Background: an optimization exercise with open tools, aiming at small area, a short achievable clock period and few clock cycles. Do not read the settings as production practice. At most, simulation tests tie the RTL to the original design; equivalence was not proved. No functional check of the RTL was part of run 3. No activity file was given, so power comes from the tool's default toggle rates.

===== config.mk =====
export PLATFORM = sky130hd
export DESIGN_NAME = polyline_uniform_resampler
export DESIGN_NICKNAME = polyline_uniform_resampler
export VERILOG_FILES = /design/flow/design.v
export SDC_FILE = /design/flow/constraint.sdc
export NUM_CORES = 4
export LEC_CHECK = 0
export ABC_CLOCK_PERIOD_IN_PS = 3000
export CAP_MARGIN = 20
export CORE_MARGIN = 2
export CORE_UTILIZATION = 40
export CTS_CLUSTER_DIAMETER = 60
export CTS_CLUSTER_SIZE = 30
export SLEW_MARGIN = 20
export TNS_END_PERCENT = 100

===== constraint.sdc =====
create_clock -name core_clock -period 11.0 [get_ports {clock}]
set_input_delay 2.2000 -clock core_clock [delete_from_list [all_inputs] [get_ports {clock}]]
set_output_delay 2.2000 -clock core_clock [all_outputs]
set_load 0.01 [all_outputs]

===== design.v =====
`timescale 1ns / 1ps
package plr_pkg;
   localparam int MAX_PER_SEGMENT_DEF = 63;
   localparam int COORD_BITS_DEF      = 10;
   localparam int POINT_W   = 10;
   localparam int SAMPLE_W  = 18;
   localparam int FRAC_BITS = 8;
   localparam int REQ_DATA_W = 24;
   localparam int RSP_DATA_W = 40;
   localparam int RSP_USER_W = 2;
   localparam int USER_PATH_END = 0;
   localparam int USER_CLIPPED  = 1;
   localparam int  CSR_ADDR_W = 3;
   localparam int  CSR_DATA_W = 32;
   localparam logic CSR_IDX_SAMPLE_INTERVAL = 1'b0;
   localparam logic [7:0] SAMPLE_INTERVAL_RESET = 8'd5;
endpackage
`timescale 1ns / 1ps
module plr_div #(
   parameter int DW = 18,
   parameter int NW = 6
) (
   input  logic [NW-1:0] divisor,
   input  logic [NW-1:0] rem_in,
   input  logic [DW-1:0] dq_in,
   output logic [NW-1:0] rem_out,
   output logic [DW-1:0] dq_out
);
   logic [NW:0]   s1, s2a, s2b;
   logic [NW+1:0] d1, d2a, d2b;
   logic          b1, b2a, b2b;
   always_comb begin
      s1      = {rem_in, dq_in[DW-1]};
      d1      = {1'b0, s1} - {2'b00, divisor};
      b1      = !d1[NW+1];
      s2a     = {d1[NW-1:0], dq_in[DW-2]};
      s2b     = {s1[NW-1:0], dq_in[DW-2]};
      d2a     = {1'b0, s2a} - {2'b00, divisor};
      d2b     = {1'b0, s2b} - {2'b00, divisor};
      b2a     = !d2a[NW+1];
      b2b     = !d2b[NW+1];
      if (b1) begin
         rem_out = b2a ? NW'(d2a) : NW'(s2a);
         dq_out  = {dq_in[DW-3:0], 1'b1, b2a};
      end else begin
         rem_out = b2b ? NW'(d2b) : NW'(s2b);
         dq_out  = {dq_in[DW-3:0], 1'b0, b2b};
      end
   end
endmodule
module plr_csa6 #(
   parameter int W = 21
) (
   input  logic [W-1:0] r0,
   input  logic [W-1:0] r1,
   input  logic [W-1:0] r2,
   input  logic [W-1:0] r3,
   input  logic [W-1:0] r4,
   input  logic [W-1:0] r5,
   output logic [W-1:0] s,
   output logic [W-1:0] c
);
   logic [W-1:0] s1, c1, s2, c2, s3, c3;
   always_comb begin
      s1 = r0 ^ r1 ^ r2;
      c1 = W'({(r0 & r1) | (r0 & r2) | (r1 & r2), 1'b0});
      s2 = r3 ^ r4 ^ r5;
      c2 = W'({(r3 & r4) | (r3 & r5) | (r4 & r5), 1'b0});
      s3 = s1 ^ c1 ^ s2;
      c3 = W'({(s1 & c1) | (s1 & s2) | (c1 & s2), 1'b0});
      s  = s3 ^ c3 ^ c2;
      c  = W'({(s3 & c3) | (s3 & c2) | (c3 & c2), 1'b0});
   end
endmodule
`timescale 1ns / 1ps
module polyline_uniform_resampler #(
   parameter int MAX_PER_SEGMENT = plr_pkg::MAX_PER_SEGMENT_DEF,
   parameter int COORD_BITS      = plr_pkg::COORD_BITS_DEF
) (
   input  logic                           clock,
   input  logic                           reset,
   input  logic                           req_tvalid,
   output logic                           req_tready,
   input  logic [plr_pkg::REQ_DATA_W-1:0] req_tdata,   
   input  logic                           req_tlast,   
   output logic                           rsp_tvalid,
   input  logic                           rsp_tready,
   output logic [plr_pkg::RSP_DATA_W-1:0] rsp_tdata,   
   output logic                           rsp_tlast,   
   output logic [plr_pkg::RSP_USER_W-1:0] rsp_tuser,   
   input  logic                           psel,
   input  logic                           penable,
   input  logic                           pwrite,
   input  logic [plr_pkg::CSR_ADDR_W-1:0] paddr,
   input  logic [plr_pkg::CSR_DATA_W-1:0] pwdata,
   output logic [plr_pkg::CSR_DATA_W-1:0] prdata,
   output logic                           pready
);
   localparam int CW = 10;    
   localparam int LW = 21;    
   localparam int DW = 18;    
   localparam int NW = 6;     
   logic [7:0]  iv_ff;        
   logic [15:0] w_ff;         
   logic        rd_hi_ff;     
   logic        wpend_ff;     
   logic        csr_wr_iv;
   assign csr_wr_iv = psel && penable && pwrite && !paddr[2];
   assign pready    = 1'b1;
   assign prdata    = {24'd0, rd_hi_ff ? 8'd0 : iv_ff};
   typedef enum logic [1:0] {
      N1_IDLE = 2'd0,
      N1_SQ   = 2'd1,
      N1_DONE = 2'd2
   } n1_state_t;
   n1_state_t     n1_st_ff, n1_st_nx;
   logic          rdy_ff;                  
   logic          cur_v_ff, cur_v_nx;      
   logic [CW-1:0] cur_x_ff, cur_y_ff;
   logic          cur_fin_ff;
   logic [CW-1:0] prev_x_ff, prev_y_ff;
   logic          have_prev_ff, have_prev_nx;
   logic          wmode_ff, wmode_nx;      
   logic          wpend_nx;
   logic [4:0]    k1_ff;                   
   logic [CW-1:0] m1_x_ff, m1_y_ff;        
   logic          m1_nx_ff, m1_ny_ff;      
   logic          m1_fin_ff;
   logic          m1_zero_ff;              
   logic [CW-1:0] m1_bx_ff, m1_by_ff;      
   logic [LW-1:0] as_ff, ac_ff;            
   typedef enum logic [1:0] {
      N2_IDLE = 2'd0,
      N2_SRCH = 2'd1,
      N2_HAND = 2'd2
   } n2_state_t;
   n2_state_t     n2_st_ff;
   logic [2:0]    k2_ff;                   
   logic [LW+1:0] d_ff;                    
   logic [LW-1:0] c_ff;                    
   logic          first_ff;                
   logic          n2_w_ff;                 
   logic [6:0]    n_ff;                    
   logic [CW-1:0] m2_x_ff, m2_y_ff;
   logic          m2_nx_ff, m2_ny_ff, m2_fin_ff, m2_zero_ff;
   logic [CW-1:0] m2_bx_ff, m2_by_ff;
   logic          b_v_ff;                  
   logic          b_done_ff;               
   logic [3:0]    b_cnt_ff;                
   logic [CW-1:0] b_bx_ff, b_by_ff;
   logic [DW-1:0] b_dq_x_ff, b_dq_y_ff;
   logic [NW-1:0] b_rem_x_ff, b_rem_y_ff;
   logic [NW-1:0] b_num_ff;
   logic          b_clip_ff, b_fin_ff, b_nx_ff, b_ny_ff, b_skip_ff;
   logic          b_given_ff;              
   logic          o_v_ff;                  
   logic [DW-1:0] o_x_ff, o_y_ff;          
   logic          o_last_ff, o_end_ff, o_clip_ff;
   logic          c_fin_ff, c_clip_ff, c_nx_ff, c_ny_ff;
   logic [NW-1:0] c_left_ff;               
   logic [NW-1:0] c_num_ff;
   logic [DW-1:0] c_q_x_ff, c_q_y_ff;
   logic [NW-1:0] c_r_x_ff, c_r_y_ff;
   logic [NW-1:0] c_e_x_ff, c_e_y_ff;      
   logic          c_w_x_ff, c_w_y_ff;      
   logic          c_pend_ff;               
   logic          c_qv_ff;                 
   logic req_fire;
   logic n1_free;      
   logic n2_load;      
   logic n2_hand;      
   logic c_take;       
   logic c_qt;         
   logic c_qld;        
   logic b_free;       
   logic c_adv;        
   assign req_fire   = req_tvalid && rdy_ff;
   assign req_tready = rdy_ff;
   logic [CW:0]   dx_s, dy_s;
   logic          zero_len;
   logic [1:0]    dig_x, dig_y;
   logic [LW-1:0] sq_s, sq_c;
   assign dx_s     = {1'b0, cur_x_ff} - {1'b0, prev_x_ff};
   assign dy_s     = {1'b0, cur_y_ff} - {1'b0, prev_y_ff};
   assign zero_len = (cur_x_ff == prev_x_ff) && (cur_y_ff == prev_y_ff);
   always_comb begin
      dig_x = '0;
      dig_y = '0;
      for (int i = 0; i < 5; i++) begin
         if (k1_ff[i]) begin
            dig_x = dig_x | m1_x_ff[9-2*i -: 2];
            dig_y = dig_y | m1_y_ff[9-2*i -: 2];
         end
      end
   end
   plr_csa6 #(.W(LW)) u_csa (
      .r0 ({as_ff[LW-3:0], 2'b00}),
      .r1 ({ac_ff[LW-3:0], 2'b00}),
      .r2 (dig_x[1] ? LW'({m1_x_ff, 1'b0}) : LW'(0)),
      .r3 (dig_x[0] ? LW'(m1_x_ff) : LW'(0)),
      .r4 (dig_y[1] ? LW'({m1_y_ff, 1'b0}) : LW'(0)),
      .r5 (dig_y[0] ? LW'(m1_y_ff) : LW'(0)),
      .s  (sq_s),
      .c  (sq_c)
   );
   assign n1_free = cur_v_ff && !wpend_ff && !wmode_ff
                    && ((n1_st_ff == N1_IDLE) || ((n1_st_ff == N1_DONE) && n2_load));
   always_comb begin
      n1_st_nx     = n1_st_ff;
      wmode_nx     = wmode_ff;
      wpend_nx     = wpend_ff || csr_wr_iv;
      have_prev_nx = have_prev_ff;
      cur_v_nx     = req_fire || (cur_v_ff && !n1_free);
      unique case (n1_st_ff)
         N1_IDLE: begin
            if (wpend_ff && (n2_st_ff == N2_IDLE)) begin
               wpend_nx = csr_wr_iv;
               wmode_nx = 1'b1;
               n1_st_nx = N1_SQ;
            end
         end
         N1_SQ: begin
            if (k1_ff[4]) n1_st_nx = N1_DONE;
         end
         N1_DONE: begin
            if (n2_load) n1_st_nx = N1_IDLE;
         end
         default: n1_st_nx = N1_IDLE;
      endcase
      if ((n2_st_ff == N2_HAND) && n2_w_ff) wmode_nx = 1'b0;
      if (n1_free) begin
         n1_st_nx = N1_IDLE;
         if (!have_prev_ff) begin
            have_prev_nx = !cur_fin_ff;
            if (cur_fin_ff) n1_st_nx = N1_DONE;
         end else begin
            if (cur_fin_ff) have_prev_nx = 1'b0;
            if (!zero_len) begin
               n1_st_nx = N1_SQ;
            end else if (cur_fin_ff) begin
               n1_st_nx = N1_DONE;
            end
         end
      end
   end
   logic          d_pos;
   logic          d_sub;
   logic [LW+1:0] d_nx;
   logic [LW:0]   c_nx;
   logic [6:0]    n_fin;                   
   logic [LW-1:0] wb;                      
   logic [LW-1:0] wb_top;                  
   logic [4:0]    bl_m, bl_w;              
   logic [6:0]    ks_t;
   logic [2:0]    ks;                      
   logic          ks_none;                 
   logic [2:0]    m1_ks_ff;
   logic          m1_none_ff;
   logic [NW-1:0] n_num;
   logic          n2_free;
   logic          n2_skip;
   assign d_pos = !d_ff[LW+1];
   assign d_sub = d_pos && !first_ff;
   assign d_nx  = d_ff + ({2'b00, c_ff} ^ {(LW+2){d_sub}}) + {2'b11, ~wb} + (LW+2)'(d_sub) + (LW+2)'(1);
   assign c_nx  = first_ff ? {1'b0, wb}
                           : {2'b00, c_ff[LW-1:1]} + ({1'b0, wb} ^ {(LW+1){!d_pos}}) + (LW+1)'(!d_pos);
   assign n_fin = {n_ff[6:1], d_pos};
   assign wb_top  = LW'({w_ff, 12'd0} >> {3'd6 - m1_ks_ff, 1'b0});
   always_comb begin
      bl_m = '0;
      for (int i = 0; i < CW; i++) if (m1_x_ff[i] || m1_y_ff[i]) bl_m = 5'(i + 1);
      bl_w = '0;
      for (int i = 0; i < 16; i++) if (w_ff[i]) bl_w = 5'(i + 1);
      ks_t    = 7'({bl_m, 1'b1}) - 7'(bl_w);
      ks_none = ks_t[6];
      ks      = (ks_t[5:1] >= 5'd6) ? 3'd6 : ks_t[3:1];
   end
   assign n_num   = n_fin[6] ? NW'(MAX_PER_SEGMENT) : n_fin[NW-1:0];
   assign n2_hand = (n2_st_ff == N2_HAND) && !n2_w_ff && (!b_v_ff || c_qt)
                    && ((n_num != '0) || m2_fin_ff);
   assign n2_free = (n2_st_ff == N2_IDLE)
                    || ((n2_st_ff == N2_HAND)
                        && (n2_w_ff || !b_v_ff || c_qt || ((n_num == '0) && !m2_fin_ff)));
   assign n2_load = (n1_st_ff == N1_DONE) && n2_free;
   logic [DW-1:0] b_dq_x_nx, b_dq_y_nx;
   logic [NW-1:0] b_rem_x_nx, b_rem_y_nx;
   logic          short_div;
   plr_div #(.DW(DW), .NW(NW)) u_div_x (
      .divisor (b_num_ff),
      .rem_in  (b_rem_x_ff),
      .dq_in   (b_dq_x_ff),
      .rem_out (b_rem_x_nx),
      .dq_out  (b_dq_x_nx)
   );
   plr_div #(.DW(DW), .NW(NW)) u_div_y (
      .divisor (b_num_ff),
      .rem_in  (b_rem_y_ff),
      .dq_in   (b_dq_y_ff),
      .rem_out (b_rem_y_nx),
      .dq_out  (b_dq_y_nx)
   );
   assign short_div = (w_ff[15:10] == 6'd0) || n_ff[6];
   assign n2_skip   = (n_num == '0) && !m2_zero_ff;
   logic          c_last_now;
   logic [NW-1:0] c_left_nx;
   logic [NW:0]   ex_sum, ey_sum;
   logic          ex_wrap, ey_wrap;
   logic [NW+1:0] ex_dif, ey_dif;
   logic [DW-1:0] step_x, step_y;
   assign c_last_now = (c_left_ff == '0);
   assign c_take     = b_v_ff && !b_given_ff && !c_pend_ff && (!o_v_ff || (rsp_tready && c_last_now));
   assign c_qt       = b_v_ff && b_given_ff && b_done_ff && !c_qv_ff;
   assign c_qld      = (c_take && b_done_ff) || c_qt;
   assign b_free     = c_qld;
   assign c_adv      = c_qv_ff && ((o_v_ff && rsp_tready && !c_last_now) || c_pend_ff);
   assign c_left_nx  = c_left_ff - NW'(1);
   assign ex_sum  = {1'b0, c_e_x_ff} + {1'b0, c_r_x_ff};
   assign ey_sum  = {1'b0, c_e_y_ff} + {1'b0, c_r_y_ff};
   assign ex_dif  = {1'b0, ex_sum} - {2'b00, c_num_ff};
   assign ey_dif  = {1'b0, ey_sum} - {2'b00, c_num_ff};
   assign ex_wrap = !ex_dif[NW+1];
   assign ey_wrap = !ey_dif[NW+1];
   assign step_x  = o_x_ff + (c_q_x_ff ^ {DW{c_nx_ff}}) + DW'(c_w_x_ff ^ c_nx_ff);
   assign step_y  = o_y_ff + (c_q_y_ff ^ {DW{c_ny_ff}}) + DW'(c_w_y_ff ^ c_ny_ff);
   always_ff @(posedge clock) begin
      rd_hi_ff <= paddr[2];
      if (reset) begin
         iv_ff <= plr_pkg::SAMPLE_INTERVAL_RESET;
         w_ff  <= 16'd25;
      end else begin
         if (csr_wr_iv) iv_ff <= pwdata[7:0];
         if ((n2_st_ff == N2_HAND) && n2_w_ff) w_ff <= d_ff[15:0];
      end
      if (reset) begin
         n1_st_ff     <= N1_IDLE;
         rdy_ff       <= 1'b0;
         cur_v_ff     <= 1'b0;
         have_prev_ff <= 1'b0;
         wmode_ff     <= 1'b0;
         wpend_ff     <= 1'b0;
      end else begin
         n1_st_ff     <= n1_st_nx;
         rdy_ff       <= !wpend_nx && !wmode_nx && (!cur_v_nx || (n1_st_nx == N1_IDLE));
         cur_v_ff     <= cur_v_nx;
         have_prev_ff <= have_prev_nx;
         wmode_ff     <= wmode_nx;
         wpend_ff     <= wpend_nx;
      end
      if (req_fire) begin
         cur_x_ff   <= req_tdata[CW-1:0];
         cur_y_ff   <= req_tdata[2*CW-1:CW];
         cur_fin_ff <= req_tlast;
      end
      if (n1_free) begin
         prev_x_ff  <= cur_x_ff;
         prev_y_ff  <= cur_y_ff;
         m1_x_ff    <= dx_s[CW] ? CW'(-dx_s) : dx_s[CW-1:0];
         m1_y_ff    <= dy_s[CW] ? CW'(-dy_s) : dy_s[CW-1:0];
         m1_nx_ff   <= dx_s[CW];
         m1_ny_ff   <= dy_s[CW];
         m1_fin_ff  <= cur_fin_ff;
         m1_zero_ff <= !have_prev_ff || zero_len;
         m1_bx_ff   <= (!have_prev_ff || zero_len) ? cur_x_ff : prev_x_ff;
         m1_by_ff   <= (!have_prev_ff || zero_len) ? cur_y_ff : prev_y_ff;
         k1_ff      <= 5'd1;
         as_ff      <= '0;
         ac_ff      <= '0;
      end else if ((n1_st_ff == N1_IDLE) && wpend_ff && (n2_st_ff == N2_IDLE)) begin
         m1_x_ff    <= (iv_ff == 8'd0) ? CW'(1) : CW'(iv_ff);
         m1_y_ff    <= '0;
         k1_ff      <= 5'd1;
         as_ff      <= '0;
         ac_ff      <= '0;
      end else if (n1_st_ff == N1_SQ) begin
         m1_ks_ff   <= ks;
         m1_none_ff <= ks_none;
         k1_ff      <= {k1_ff[3:0], 1'b0};
         as_ff      <= sq_s;
         ac_ff      <= sq_c;
      end
      if (reset) begin
         n2_st_ff <= N2_IDLE;
      end else if (n2_load) begin
         n2_st_ff <= ((m1_zero_ff || m1_none_ff) && !wmode_ff) ? N2_HAND : N2_SRCH;
      end else if (n2_free) begin
         n2_st_ff <= N2_IDLE;
      end else if (n2_st_ff == N2_SRCH) begin
         if (k2_ff == 3'd0) n2_st_ff <= N2_HAND;
      end
      if (n2_load) begin
         d_ff      <= ((m1_zero_ff || m1_none_ff) && !wmode_ff) ? '1 : {2'b00, as_ff};
         first_ff  <= 1'b1;
         c_ff      <= ac_ff;
         n_ff      <= '0;
         n2_w_ff   <= wmode_ff;
         k2_ff     <= wmode_ff ? 3'd0 : m1_ks_ff;
         wb        <= wmode_ff ? '0 : wb_top;
         m2_x_ff   <= m1_x_ff;
         m2_y_ff   <= m1_y_ff;
         m2_nx_ff  <= m1_nx_ff;
         m2_ny_ff  <= m1_ny_ff;
         m2_fin_ff <= m1_fin_ff;
         m2_zero_ff <= m1_zero_ff;
         m2_bx_ff  <= m1_bx_ff;
         m2_by_ff  <= m1_by_ff;
      end else if (n2_st_ff == N2_SRCH) begin
         k2_ff      <= k2_ff - 3'd1;
         wb         <= wb >> 2;
         first_ff   <= 1'b0;
         c_ff       <= LW'(c_nx);
         d_ff       <= d_nx;
         if (!first_ff) n_ff[k2_ff + 3'd1] <= d_pos;
      end
      if (reset) begin
         b_v_ff <= 1'b0;
      end else if (n2_hand) begin
         b_v_ff <= 1'b1;
      end else if (b_free) begin
         b_v_ff <= 1'b0;
      end
      if (n2_hand) begin
         b_given_ff <= 1'b0;
      end else if (c_take) begin
         b_given_ff <= 1'b1;
      end
      if (n2_hand) begin
         b_bx_ff   <= m2_bx_ff;
         b_by_ff   <= m2_by_ff;
         b_num_ff  <= n2_skip ? NW'(1) : n_num;
         b_skip_ff <= n2_skip;
         b_clip_ff <= n_ff[6];
         b_fin_ff  <= m2_fin_ff;
         b_nx_ff   <= m2_nx_ff;
         b_ny_ff   <= m2_ny_ff;
         if ((n_num == '0) && !n2_skip) begin
            b_done_ff <= 1'b1;
            b_cnt_ff  <= '0;
         end else if ((n_num == NW'(1)) || n2_skip) begin
            b_done_ff  <= 1'b1;
            b_cnt_ff   <= '0;
            b_rem_x_ff <= '0;
            b_rem_y_ff <= '0;
            b_dq_x_ff  <= {m2_x_ff, 8'd0};
            b_dq_y_ff  <= {m2_y_ff, 8'd0};
         end else if (short_div) begin
            b_done_ff  <= 1'b0;
            b_cnt_ff   <= 4'd7;
            b_rem_x_ff <= NW'(m2_x_ff[9:6]);
            b_rem_y_ff <= NW'(m2_y_ff[9:6]);
            b_dq_x_ff  <= {m2_x_ff[5:0], 12'd0};
            b_dq_y_ff  <= {m2_y_ff[5:0], 12'd0};
         end else begin
            b_done_ff  <= 1'b0;
            b_cnt_ff   <= 4'd9;
            b_rem_x_ff <= '0;
            b_rem_y_ff <= '0;
            b_dq_x_ff  <= {m2_x_ff, 8'd0};
            b_dq_y_ff  <= {m2_y_ff, 8'd0};
         end
      end else if (b_v_ff && !b_done_ff) begin
         b_rem_x_ff <= b_rem_x_nx;
         b_rem_y_ff <= b_rem_y_nx;
         b_dq_x_ff  <= b_dq_x_nx;
         b_dq_y_ff  <= b_dq_y_nx;
         b_cnt_ff   <= b_cnt_ff - 4'd1;
         if (b_cnt_ff == 4'd1) b_done_ff <= 1'b1;
      end
      if (reset) begin
         o_v_ff    <= 1'b0;
         c_pend_ff <= 1'b0;
      end else if (c_take) begin
         o_v_ff    <= !b_skip_ff;
         c_pend_ff <= b_skip_ff;
      end else if (c_adv) begin
         o_v_ff    <= 1'b1;
         c_pend_ff <= 1'b0;
      end else if (o_v_ff && rsp_tready) begin
         o_v_ff    <= 1'b0;
         c_pend_ff <= !c_last_now;
      end
      if (c_take) begin
         c_qv_ff <= b_done_ff;
      end else if (c_qt) begin
         c_qv_ff <= 1'b1;
      end
      if (c_qld) begin
         c_q_x_ff  <= b_dq_x_ff;
         c_q_y_ff  <= b_dq_y_ff;
         c_r_x_ff  <= b_rem_x_ff;
         c_r_y_ff  <= b_rem_y_ff;
         c_e_x_ff  <= b_rem_x_ff;
         c_e_y_ff  <= b_rem_y_ff;
         c_w_x_ff  <= 1'b0;
         c_w_y_ff  <= 1'b0;
      end else if (c_adv) begin
         c_w_x_ff  <= ex_wrap;
         c_w_y_ff  <= ey_wrap;
         c_e_x_ff  <= ex_wrap ? NW'(ex_dif) : NW'(ex_sum);
         c_e_y_ff  <= ey_wrap ? NW'(ey_dif) : NW'(ey_sum);
      end
      if (c_take) begin
         o_x_ff    <= {b_bx_ff, 8'd0};
         o_y_ff    <= {b_by_ff, 8'd0};
         o_last_ff <= (b_num_ff == '0) || ((b_num_ff == NW'(1)) && !b_fin_ff);
         o_end_ff  <= (b_num_ff == '0);
         o_clip_ff <= b_clip_ff && (b_num_ff != '0);
         c_left_ff <= b_num_ff + NW'(b_fin_ff) - NW'(1);
         c_num_ff  <= b_num_ff;
         c_fin_ff  <= b_fin_ff;
         c_clip_ff <= b_clip_ff;
         c_nx_ff   <= b_nx_ff;
         c_ny_ff   <= b_ny_ff;
      end else if (c_adv) begin
         o_x_ff    <= step_x;
         o_y_ff    <= step_y;
         o_last_ff <= (c_left_nx == '0);
         o_end_ff  <= c_fin_ff && (c_left_nx == '0);
         o_clip_ff <= c_clip_ff && !(c_fin_ff && (c_left_nx == '0));
         c_left_ff <= c_left_nx;
      end
   end
   assign rsp_tvalid = o_v_ff;
   assign rsp_tdata  = {4'd0, o_y_ff, o_x_ff};
   assign rsp_tlast  = o_last_ff;
   assign rsp_tuser  = {o_clip_ff, o_end_ff};
endmodule

===== flow/run.sh =====
#!/bin/bash
# The standard layout, with timing repair aiming below the clock period so that the
# achieved period is as short as the repair can make it, and plain buffers on the ports.
# Constraints are unchanged.
set -euo pipefail
bash standard.sh SETUP_SLACK_MARGIN=7.5 "BUFFER_PORTS_ARGS=-buffer_cell sky130_fd_sc_hd__buf_2" finish > standard.log 2>&1

===== standard.sh =====
#!/bin/bash
# synth_recipe.tcl (not shown) runs the flow's synth.tcl, then flattens the netlist and writes it again
# the make line also repeats each setting of config.mk as NAME=value (left out here)
make -C /OpenROAD-flow-scripts/flow DESIGN_CONFIG=/design/flow/config.mk WORK_HOME=/design/flow/orfs CLKGATE_MAP_FILE= SYNTH_SCRIPT=/design/flow/synth_recipe.tcl "${@:-finish}"

==> results.py, run 1 <==
metrics = {
    "detailed_routing": {
        "vias": 21800,
        "avgViaCountPerCell": 5.41,
        "dr.pass1.iters": 6,
        "drt-total-wl_mm": 75.1,
        "drcViolationCount": 0,
        "wl_met3_mm": 3.70,
        "initialDrtViolationCount": 1641,
        "avgRoutedWirePerCell_um": 18.6,
        "wl_met2_mm": 36.2,
        "drt-met1-wl_mm": 33.2,
        "ant_nets": 0,
        "top_layer": "met4",
    },
    "final_layout": {
        "drive_above_1_share_pct": 14.1,
        "syn2layout_area_growth_pct": 14.2,
        "final_cells": 4030,
        "nets": 3372,
        "nFillCells": 6891,
    },
    "clocking": {
        "numCtsBuffers": 39,
        "cts_tree": "built",
        "clockBufferDepth": 3,
        "postCtsHoldBufs": 0,
        "htreeDepth": 2,
        "cts_root_buf": "clkbuf_16",
        "clk_pin_slew_worst_paths_ns": 0.10,
        "clkSinkCount": 494,
        "insertion_delay_ns": 0.61,
    },
    "placement": {
        "gp_congestion": 0.893,
        "port_buffers": 85,
        "dp.cells": 3887,
        "detailed_place_hpwl_mm": 53.5,
    },
    "logic_synthesis": {
        "ys_async_sr_fraction_pct": 0,
        "syn_inst": 2907,
        "avgSynthCellArea_um2": 10.3,
        "ys_ff_latch": 494,
        "yosys-top-cells-area": "edfxtp_1 (39%), ha_1 (8.4%), dfxtp_1 (7.2%)",
        "syn-cell-area_um2": 30000,
        "synth_top_cell_by_area": "edfxtp_1",
        "ys.flop_type": "edfxtp_1",
        "synth_warnings": 3,
        "synth_cell_type_count": 89,
        "yosysTopAreaCellShare_pct": 38.7,
        "synth_edf_count": 386,
        "yosysSeqAreaShare_pct": 45.9,
    },
    "status": {
        "status": "no timing/DRC/antenna violations",
    },
    "sta": {
        "hold_ws_ns": 0.428,
        "tightest_slew_ns": 1.02,
        "hold_viol": 0,
        "fin_crit_sh_pct": 32.6,
        "fin_crit_ns": 3.58,
        "setup_violations": 0,
        "rsz0062_at_grt": "true",
        "slew_headroom_pct": 31.8,
        "maxSlewViolCount": 0,
        "tns_ns": 0,
        "finClkSkew_ns": 0.0465,
        "max_freq_ghz": 0.279,
    },
    "run": {
        "max-cap-violations": 0,
    },
    "worst_setup_path": {
        "worst-setup-path-type": "register to register",
        "cp_max_fo": 5,
        "crit_arrival_ns": 3.91,
        "cp-end-kind": "register",
        "start_kind": "register",
        "crit_required_ns": 11.33,
    },
    "power": {
        "vdd.ir_drop.worst_mv": 0.222,
        "power.density_nw_per_um2": 200,
        "p_leak_nw": 13.8,
    },
    "global_route": {
        "grt_start_max_net_pins": 83,
        "antenna_found_initial": 2,
        "gr-usage-all-layers_pct": 19.2,
        "overflow": 0,
        "grt_first_pass_wirelength_mm": 119,
        "grt_pass1_vias": 21600,
    },
    "worst_hold_path": {
        "min_path_type": "register to register",
    },
    "floorplanning": {
        "dieArea_um2": 77100,
        "start_util_pct": 40.3,
        "core_um2": 74300,
        "die_w_um": 278,
        "io_pins": 145,
        "die_h_um": 278,
        "num_rows": 100,
    },
}
==> repair_timing <==
item | CTS | global route
resized for setup | 72 | 95
cloned | 3 | 1
pin swaps | 18 | 43
endpoints found under the setup margin | 149 | 172
setup buffers | 26 | 41
==> layout by cell type, fill, tap and decap left out, types with 13 or more instances in the layout <==
cell / n
a21boi_0: 14
o21a_1: 17
nor3_1: 59
buf_4: 77
xnor2_1: 78
inv_1: 211
conb_1: 29
nand3b_1: 17
a211oi_1: 13
nor2_1: 157
nand2_1: 339
nor2b_1: 38
edfxtp_1: 386
o21ai_0: 122
fa_1: 70
and2_1: 58
a31oi_1: 15
xor2_1: 104
o21ai_1: 22
dfxtp_1: 99
mux2i_1: 56
a21o_1: 46
a21oi_1: 203
or3_1: 13
nor4_1: 16
ha_1: 186
clkbuf_16: 44
nand2b_1: 31
a21oi_2: 15
nand4_1: 15
mux2_2: 29
buf_2: 85
o31ai_1: 19
nand3_1: 42
==> critical path, cell delays in order, from the launching register on <==
cell and delay, ns:
edfxtp_1 0.43, buf_12 0.17, nor2_4 0.19, buf_8 0.17, buf_4 0.12, xnor2_2 0.06, fa_1 0.52, inv_2 0.05
ha_4 0.28, o21ai_1 0.09, nand2b_1 0.13, a21oi_2 0.09, a31oi_4 0.23, a41o_4 0.30, a2bb2oi_4 0.20, mux2i_1 0.20
o21ai_1 0.08
==> registers in the layout, indices dropped and copies added, names as in the netlist, 16 cells and up <==
signal	flops
c_q_y_ff	18
as_ff	21
d_ff	23
o_x_ff	18
o_y_ff	18
w_ff	16
wb	21
b_dq_y_ff	18
c_ff	21
b_dq_x_ff	18
c_q_x_ff	18
ac_ff	19
==> where the power goes <==
group	internal, mW	leakage [nW]	total, mW	switching [mW]
Clock	0.813	0.714	1.60	0.786
Combinational	1.28	8.61	2.87	1.60
Sequential	2.24	4.43	2.37	0.129
==> synth_stat cells, types with 16 or more instances <==
master	count
a21boi_0	16
dfxtp_1	108
buf_4	35
mux2i_1	56
and2_1	58
clkbuf_1	76
ha_1	202
o21ai_0	135
a21oi_1	219
inv_1	222
nand3_1	42
nand2b_1	33
mux2_2	29
o31ai_1	21
nor4_1	18
a31oi_1	20
nand2_1	350
xor2_1	104
nor3_1	62
edfxtp_1	386
o21a_1	19
nor2b_1	39
nor2_1	160
fa_1	73
nand3b_1	17
a21o_1	46
xnor2_1	93
==> final cells by class <==
class / instances / area (um^2) / share of cell area [%]
clock inverter: 24 / 348 / 1.02
inverter: 226 / 877 / 2.56
clock buffer: 47 / 1130 / 3.31
timing repair buffer: 177 / 1260 / 3.68
multi-input combinational: 2091 / 15600 / 45.6
sequential: 494 / 13800 / 40.2
antenna: 1 / 2.50 / 0.00731
timing repair inverter: 1 / 7.51 / 0.0219
tap: 969 / 1210 / 3.54
==> worst paths after layout <==
check / from / to / slack (ns) / depth (start not counted)
worst max register to register: d_ff[22] / d_ff[19] / 7.42 / 16
worst min register to register: m2_nx_ff / b_nx_ff / 0.43 / 0
worst max-delay path: d_ff[22] / d_ff[19] / 7.42 / 16
worst min-delay path: m2_nx_ff / b_nx_ff / 0.43 / 0
==> metrics by stage <==
step / cell area (um^2) / power (mW) / setup slack [ns] / utilization, %
detailed placement: 31400 / 4.68 / 6.24 / 42.2
finish: 34200 / 6.84 / 7.42 / 46.0
floorplan: 30200 / 4.15 / 7.37 / -
CTS: 33500 / 6.54 / 7.38 / 45.0
global placement: 31400 / 4.61 / 6.27 / 42.2
global route: 34200 / 7.26 / 7.24 / 46.0
==> per-layer routing <==
| layer | vias to the layer above | GRT usage (%) |
|---|---|---|
| met1 | 10600 | 25.7 |
| met3 | 108 | 2.50 |
| met2 | 550 | 32.1 |
| met5 | - | 0 |
| met4 | 0 | 6.04 |
| li1 | 10500 | - |
==> logic make-up (layout without fill, tap and decap cells) <==
family | Yosys count | after routing | synth area share (%)
AND/OR/NAND/NOR | 864 | 865 | 13.7
flip-flops | 494 | 494 | 45.9
XOR/XNOR | 198 | 198 | 5.81
buffers and inverters | 351 | 475 | 4.88
adder cells (fa/ha/maj) | 275 | 275 | 13.3
other | 2 | 30 | 0.0251
AO/OA/AOI/OAI | 636 | 637 | 13.3
multiplexers | 87 | 87 | 3.11
Testbench counts, summed over its fixed seeds: cycles 37,858.
==> run 2: changes to the inputs <==
--- a/config.mk
+++ b/config.mk
@@ -8,8 +8,9 @@
 export ABC_CLOCK_PERIOD_IN_PS = 3000
 export CAP_MARGIN = 20
 export CORE_MARGIN = 2
-export CORE_UTILIZATION = 40
+export CORE_UTILIZATION = 65
 export CTS_CLUSTER_DIAMETER = 60
 export CTS_CLUSTER_SIZE = 30
+export PLACE_DENSITY = 0.75
 export SLEW_MARGIN = 20
 export TNS_END_PERCENT = 100
==> results.py, run 2 <==
metrics = {
    "status": {
        "status": "no timing/DRC/antenna violations",
    },
    "sta": {
        "fin_crit_ns": 3.63,
        "fin_crit_sh_pct": 33.0,
        "rsz0062_at_grt": "true",
        "slew_headroom_pct": 26.7,
        "hold_ws_ns": 0.412,
        "maxSlewViolCount": 0,
        "hold_viol": 0,
        "setup_violations": 0,
        "max_freq_ghz": 0.275,
        "setup_ws_ns": 7.37,
        "tns_ns": 0,
        "tightest_slew_ns": 1.10,
        "finClkSkew_ns": 0.0283,
    },
    "clocking": {
        "cts_root_buf": "clkbuf_16",
        "insertion_delay_ns": 0.59,
        "numCtsBuffers": 38,
        "clk_pin_slew_worst_paths_ns": 0.09,
        "clockBufferDepth": 3,
        "htreeDepth": 2,
        "cts_tree": "built",
        "postCtsHoldBufs": 0,
        "clkSinkCount": 494,
    },
    "power": {
        "swShare_pct": 36.6,
        "power.density_nw_per_um2": 200,
        "power.total_mw": 6.67,
        "p_sw_mw": 2.44,
        "p_int_mw": 4.23,
        "combPwrFrac_pct": 42.0,
        "clkPwrFrac_pct": 22.5,
        "vdd.ir_drop.worst_mv": 0.301,
        "power.share.sequential_pct": 35.5,
        "p_leak_nw": 13.6,
    },
    "final_layout": {
        "utilization_pct": 73.5,
        "diodes": 0,
        "regMostFlops": "d_ff",
        "multi_input_area_um2": 15600,
        "syn2layout_area_growth_pct": 11.5,
        "final_cell_mix": "edfxtp_1 (386), nand2_1 (342), inv_1 (214)",
        "layout_commonest_cell": "edfxtp_1",
        "largest_register_ffs": 23,
        "regArea_um2": 13800,
        "drive_above_1_share_pct": 13.5,
        "nFillCells": 3199,
        "nets": 3353,
        "fin_area_um2": 33400,
        "final_cells": 3641,
    },
    "global_route": {
        "grt_start_max_net_pins": 92,
        "grt_first_pass_wirelength_mm": 114,
        "antenna_found_initial": 0,
        "gr-usage-all-layers_pct": 30.3,
        "overflow": 0,
        "grt_pass1_vias": 21500,
    },
    "detailed_routing": {
        "avgRoutedWirePerCell_um": 19.8,
        "avgViaCountPerCell": 6.07,
        "ant_nets": 0,
        "dr.pass1.iters": 6,
        "drcViolationCount": 0,
        "drt-total-wl_mm": 72.0,
        "initialDrtViolationCount": 1850,
        "vias": 22100,
    },
    "floorplanning": {
        "num_rows": 78,
        "die_h_um": 219,
        "io_pins": 145,
        "start_util_pct": 65.9,
        "dieArea_um2": 47800,
        "core_um2": 45500,
        "die_w_um": 219,
    },
    "logic_synthesis": {
        "synth_warnings": 3,
        "avgSynthCellArea_um2": 10.3,
        "syn_inst": 2907,
        "ys.flop_type": "edfxtp_1",
        "syn-cell-area_um2": 30000,
        "yosysTopAreaCellShare_pct": 38.7,
        "yosysSeqAreaShare_pct": 45.9,
        "synth_cell_type_count": 89,
        "ys_top_cells_by_count": "edfxtp_1 (386), nand2_1 (350), inv_1 (222), a21oi_1 (219), ha_1 (202)",
        "synth_edf_count": 386,
        "synth_top_cell_by_area": "edfxtp_1",
        "ys_async_sr_fraction_pct": 0,
        "yosys-top-cells-area": "edfxtp_1 (39%), ha_1 (8.4%), dfxtp_1 (7.2%)",
        "synth.most_common_cell": "edfxtp_1",
        "ys_ff_latch": 494,
    },
    "placement": {
        "detailed_place_hpwl_mm": 50.3,
        "gp_congestion": 0.924,
        "dp.cells": 3515,
        "dp_slack_ns": 6.25,
        "placed_area_um2": 30900,
        "port_buffers": 85,
    },
    "worst_hold_path": {
        "min_path_type": "register to register",
    },
    "worst_setup_path": {
        "crit_required_ns": 11.32,
        "cp-end-kind": "register",
        "worst-setup-path-type": "register to register",
        "cp_max_fo": 7,
        "start_kind": "register",
        "crit_arrival_ns": 3.95,
    },
    "run": {
        "max-cap-violations": 0,
    },
}
==> run 2: changes by cell type in the layout (fill, tap and decap cells not counted), sizes merged <==
cell,delta
clkbuf,-5
nor2,-1
diode,-1
inv,+9
buf,-17
clkinv,-4
clkinvlp,-1
==> run 2: critical path, stage by stage (launching register included) <==
cell and delay, ns:
edfxtp_1 0.45, buf_12 0.16, nor2_4 0.11, buf_12 0.16, buf_12 0.15, xnor2_2 0.07, fa_1 0.52, inv_2 0.05
ha_4 0.27, o21a_1 0.18, o21ai_4 0.09, a31oi_4 0.25, a41o_1 0.32, buf_6 0.13, a2bb2oi_4 0.16, mux2i_1 0.21
o21ai_1 0.09
==> run 2: timing repair <==
item / in CTS / in global routing
hold endpoints to repair: 0 / 0
resized for setup: 56 / 104
gates cloned: 4 / 0
pin swaps: 22 / 26
setup endpoints to repair: 137 / 103
setup buffers: 28 / 24
==> run 2: per-layer routing <==
layer	track usage (%)	vias to the layer above	share of wire, %	wire length, um
li1	-	10500	-	-
met1	41.0	10700	42	30500
met2	50.1	709	48	34500
met3	3.70	142	5.8	4170
met4	11.7	0	3.9	2840
met5	0	-	0	0
==> run 2: layout make-up <==
class                   count  share of cell area, %
clock buffers              42                   3.08
multi-input cells        2090                   46.6
flip-flops and latches    494                   41.2
repair inverters            1                 0.0225
repair buffers            160                   3.31
well taps                 600                   2.25
inverters                 226                   2.61
clock inverters            28                  0.929
==> run 2: power groups by stage <==
stage                     clock [mW]  combinational (mW)  sequential, mW
final                           1.50                2.80            2.36
after global routing            1.59                3.10            2.38
after CTS                       1.52                2.48            2.36
after detailed placement           0                2.24            2.40
after global placement             0                2.18            2.40
after floorplan                    0                1.79            2.36
==> run 2: path summary, 6_finish.rpt <==
path,startpoint,to,slack [ns],cells after the start
setup reg to reg,d_ff[22],d_ff[19],7.37,16
setup / recovery,d_ff[22],d_ff[19],7.37,16
hold / removal,m2_bx_ff[9],b_bx_ff[9],0.41,0
hold reg to reg,m2_bx_ff[9],b_bx_ff[9],0.41,0
==> run 2: cell families (layout without fill, tap and decap cells) <==
| logic type | Yosys count | in the layout | share of synthesized area, % |
|---|---|---|---|
| compound gates | 636 | 637 | 13.3 |
| flops | 494 | 494 | 45.9 |
| buf+inv | 351 | 457 | 4.88 |
| fa+ha+maj | 275 | 275 | 13.3 |
| xor+xnor | 198 | 198 | 5.81 |
| other cells | 2 | 29 | 0.0251 |
| simple gates | 864 | 864 | 13.7 |
| mux | 87 | 87 | 3.11 |
==> run 3: changes to the inputs <==
--- a/design.v
+++ b/design.v
@@ -244,7 +244,6 @@
       end
    end
    logic          d_pos;
-   logic          d_sub;
    logic [LW+1:0] d_nx;
    logic [LW:0]   c_nx;
    logic [6:0]    n_fin;                   
@@ -260,8 +259,7 @@
    logic          n2_free;
    logic          n2_skip;
    assign d_pos = !d_ff[LW+1];
-   assign d_sub = d_pos && !first_ff;
-   assign d_nx  = d_ff + ({2'b00, c_ff} ^ {(LW+2){d_sub}}) + {2'b11, ~wb} + (LW+2)'(d_sub) + (LW+2)'(1);
+   assign d_nx  = d_ff + ({2'b00, c_ff} ^ {(LW+2){d_pos}}) + {2'b11, ~wb} + (LW+2)'(d_pos) + (LW+2)'(1);
    assign c_nx  = first_ff ? {1'b0, wb}
                            : {2'b00, c_ff[LW-1:1]} + ({1'b0, wb} ^ {(LW+1){!d_pos}}) + (LW+1)'(!d_pos);
    assign n_fin = {n_ff[6:1], d_pos};
@@ -388,7 +386,7 @@
          if (k2_ff == 3'd0) n2_st_ff <= N2_HAND;
       end
       if (n2_load) begin
-         d_ff      <= ((m1_zero_ff || m1_none_ff) && !wmode_ff) ? '1 : {2'b00, as_ff};
+         d_ff      <= ((m1_zero_ff || m1_none_ff) && !wmode_ff) ? '1 : {2'b10, as_ff};
          first_ff  <= 1'b1;
          c_ff      <= ac_ff;
          n_ff      <= '0;
@@ -408,7 +406,7 @@
          wb         <= wb >> 2;
          first_ff   <= 1'b0;
          c_ff       <= LW'(c_nx);
-         d_ff       <= d_nx;
+         d_ff       <= {d_nx[LW+1] ^ first_ff, d_nx[LW:0]};
          if (!first_ff) n_ff[k2_ff + 3'd1] <= d_pos;
       end
       if (reset) begin
--- a/config.mk
+++ b/config.mk
@@ -8,9 +8,8 @@
 export ABC_CLOCK_PERIOD_IN_PS = 3000
 export CAP_MARGIN = 20
 export CORE_MARGIN = 2
-export CORE_UTILIZATION = 65
+export CORE_UTILIZATION = 40
 export CTS_CLUSTER_DIAMETER = 60
 export CTS_CLUSTER_SIZE = 30
-export PLACE_DENSITY = 0.75
 export SLEW_MARGIN = 20
 export TNS_END_PERCENT = 100
==> results.py, run 3 <==
metrics = {
    "worst_setup_path": {
        "crit_required_ns": 11.31,
        "worstReg2RegStart": "d_ff[22]",
        "start_kind": "register",
        "r2r_end": "d_ff[17]",
        "crit_arrival_ns": 4.01,
        "reg2reg_depth": 13,
        "cp-end-kind": "register",
        "cp_max_fo": 6,
        "r2r_setup_slack_ns": 7.30,
        "worst-setup-path-type": "register to register",
    },
    "logic_synthesis": {
        "synth.most_common_cell": "edfxtp_1",
        "ys_top_cells_by_count": "edfxtp_1 (386), nand2_1 (331), a21oi_1 (252), inv_1 (212), nor2_1 (208)",
        "synth_cell_type_count": 86,
        "avgSynthCellArea_um2": 10.3,
        "yosysSeqAreaShare_pct": 46.4,
        "ys_async_sr_fraction_pct": 0,
        "synth_top_cell_by_area": "edfxtp_1",
        "ys_ff_latch": 494,
        "yosys-top-cells-area": "edfxtp_1 (39%), ha_1 (8.6%), dfxtp_1 (7.3%)",
        "synth_warnings": 3,
        "yosysTopAreaCellShare_pct": 39.1,
        "ys.flop_type": "edfxtp_1",
        "syn_inst": 2892,
        "synth_edf_count": 386,
        "syn-cell-area_um2": 29700,
    },
    "power": {
        "p_leak_nw": 13.4,
        "power.total_mw": 6.48,
        "p_sw_mw": 2.35,
        "swShare_pct": 36.2,
        "combPwrFrac_pct": 38.4,
        "clkPwrFrac_pct": 25.1,
        "p_int_mw": 4.13,
        "power.share.sequential_pct": 36.4,
        "vdd.ir_drop.worst_mv": 0.228,
        "power.density_nw_per_um2": 193,
    },
    "sta": {
        "finClkSkew_ns": 0.0405,
        "tns_ns": 0,
        "rsz0062_at_grt": "true",
        "tightest_slew_ns": 1.05,
        "setup_violations": 0,
        "fin_crit_sh_pct": 33.6,
        "max_freq_ghz": 0.270,
        "fin_crit_ns": 3.70,
        "maxSlewViolCount": 0,
        "hold_viol": 0,
        "slew_headroom_pct": 29.2,
        "hold_ws_ns": 0.418,
    },
    "final_layout": {
        "drive_above_1_share_pct": 13.6,
        "syn2layout_area_growth_pct": 13.4,
        "final_cell_mix": "edfxtp_1 (386), nand2_1 (323), a21oi_1 (237)",
        "nets": 3340,
        "largest_register_ffs": 23,
        "layout_commonest_cell": "edfxtp_1",
        "regMostFlops": "d_ff",
        "final_cells": 3989,
    },
    "worst_hold_path": {
        "min_from": "m2_bx_ff[8]",
        "min_path_type": "register to register",
        "hold_end": "b_bx_ff[8]",
        "holdPathStages": 0,
    },
    "detailed_routing": {
        "drcViolationCount": 0,
        "avgViaCountPerCell": 5.41,
        "initialDrtViolationCount": 1781,
        "ant_nets": 0,
        "vias": 21600,
        "drt-total-wl_mm": 73.5,
        "dr.pass1.iters": 8,
        "avgRoutedWirePerCell_um": 18.4,
    },
    "clocking": {
        "clockBufferDepth": 3,
        "clkSinkCount": 494,
        "postCtsHoldBufs": 0,
        "cts_tree": "built",
        "htreeDepth": 2,
        "cts_root_buf": "clkbuf_16",
        "insertion_delay_ns": 0.60,
        "clk_pin_slew_worst_paths_ns": 0.11,
        "numCtsBuffers": 40,
    },
    "global_route": {
        "overflow": 0,
        "grt_first_pass_wirelength_mm": 116,
        "grtUsageMet1_pct": 25.0,
        "grt_util_met2_pct": 31.5,
        "met3_usage_pct": 1.99,
        "grt_start_max_net_pins": 75,
        "antenna_found_initial": 0,
        "grt_pass1_vias": 21100,
        "busiest_layer": "met2",
        "gr-usage-all-layers_pct": 18.6,
    },
    "floorplanning": {
        "die_h_um": 276,
        "core_um2": 73200,
        "start_util_pct": 40.5,
        "die_w_um": 276,
        "num_rows": 99,
        "io_pins": 145,
        "dieArea_um2": 76400,
    },
    "run": {
        "max-cap-violations": 0,
    },
    "placement": {
        "port_buffers": 85,
        "dp.cells": 3856,
        "detailed_place_hpwl_mm": 52.2,
        "gp_congestion": 0.882,
    },
    "status": {
        "status": "no timing/DRC/antenna violations",
    },
}
==> run 3: area by class of cell <==
type | count | area (um^2)
fill | 6711 | 39600
multi-input combinational | 2082 | 15200
sequential | 494 | 13800
tap | 959 | 1200
timing repair buffer | 163 | 1140
clock buffer | 44 | 1060
inverter | 215 | 831
clock inverter | 30 | 460
timing repair inverter | 1 | 7.51
antenna | 1 | 2.50
==> run 3: repair_timing <==
item                                   4_1_cts  5_1_grt
setup endpoints to repair                  337      103
pin swaps                                   23       42
setup buffers                               23       30
endpoints found under the hold margin        0        0
cloned                                       3        2
gates resized for setup                     69       75
==> run 3: power by group through the flow <==
stage          logic (mW)  registers [mW]  clock network, mW
2_1_floorplan        1.69            2.34                  0
5_1_grt              2.78            2.38               1.73
6_report             2.49            2.36               1.63
4_1_cts              2.27            2.36               1.66
3_5_place_dp         2.08            2.41                  0
3_3_place_gp         2.03            2.40                  0
==> run 3: cells by family (layout without fill, tap and decap cells) <==
family / count (synthesis) / after routing / share of synthesized area (%)
adders and majority gates: 276 / 276 / 13.5
xor gates and xnor gates: 218 / 218 / 6.44
DFF: 494 / 494 / 46.4
muxes: 56 / 56 / 2.01
other: 2 / 30 / 0.0253
and+or+nand+nor: 861 / 862 / 13.4
buffers and inverters: 344 / 453 / 4.90
AOI/OAI and AO/OA: 641 / 641 / 13.4
==> run 3: how the worst max path moves through the flow <==
| stage | from | endpoint | slack, ns | cells past startpoint |
|---|---|---|---|---|
| 4_1_cts | d_ff[22] | d_ff[22] | 7.31 | 15 |
| 3_5_place_dp | rsp_tready | c_pend_ff | 6.03 | 9 |
| 3_3_place_gp | rsp_tready | c_pend_ff | 6.23 | 9 |
| 6_report | d_ff[22] | d_ff[17] | 7.30 | 13 |
| 2_1_floorplan | rsp_tready | c_pend_ff | 7.27 | 9 |
| 5_1_grt | d_ff[22] | d_ff[19] | 7.18 | 14 |
==> run 3: critical path, cell delays in order, from the launching register on <==
cell      delay [ns]
edfxtp_1        0.48
buf_12          0.20
xor2_2          0.18
fa_1            0.53
inv_2           0.05
ha_4            0.24
a21o_1          0.19
or3_4           0.33
o211ai_1        0.31
a21oi_2         0.13
a221o_1         0.40
a21oi_2         0.15
xor2_1          0.17
o21ai_1         0.07
==> run 3: per-stage QoR <==
| step | area, um^2 | worst slack (ns) | utilization (%) |
|---|---|---|---|
| after floorplan | 29900 | 7.27 | - |
| after global placement | 31000 | 6.23 | 42.4 |
| after detailed placement | 31000 | 6.03 | 42.4 |
| after CTS | 33100 | 7.31 | 45.2 |
| after global routing | 33600 | 7.18 | 46.0 |
| final | 33700 | 7.30 | 46.0 |
==> run 3: layer usage <==
| layer | vias to the layer above | share of wire (%) |
|---|---|---|
| met5 | - | 0 |
| met4 | 0 | 3.0 |
| met3 | 117 | 4.5 |
| met2 | 525 | 48 |
| met1 | 10600 | 44 |
| li1 | 10300 | - |

==> afterwards: timing with drivers on the ports <==
In the flow no input, the clock included, has a driving cell. The finished layouts below were timed again as built, in two steps. Step 1: set_driving_cell puts a clkbuf_16 on clock and a buf_2 on each other input, an assumption about the parent block. Step 2 also shifts input and output timing later by t, the mid clock arrival at the registers, as if the neighbouring blocks saw the same clock. a / b / c = ideal ports / drivers / drivers and shift; a / b = the first two.
| run | t, ns | slack for setup (ns) | slew at the worst register clock pin (ns) |
|---|---|---|---|
| run 1 | 0.649 | 7.416 / 7.416 / 6.924 | 0.10 / 0.10 |
| run 2 | 0.639 | 7.369 / 7.369 / 6.923 | 0.09 / 0.09 |
| run 3 | 0.641 | 7.299 / 7.299 / 7.008 | 0.11 / 0.11 |
After both steps every run listed still meets setup and hold. The setup slack of run 1, which loses most, moves by 0.000 ns with the drivers and by -0.492 ns with both steps.
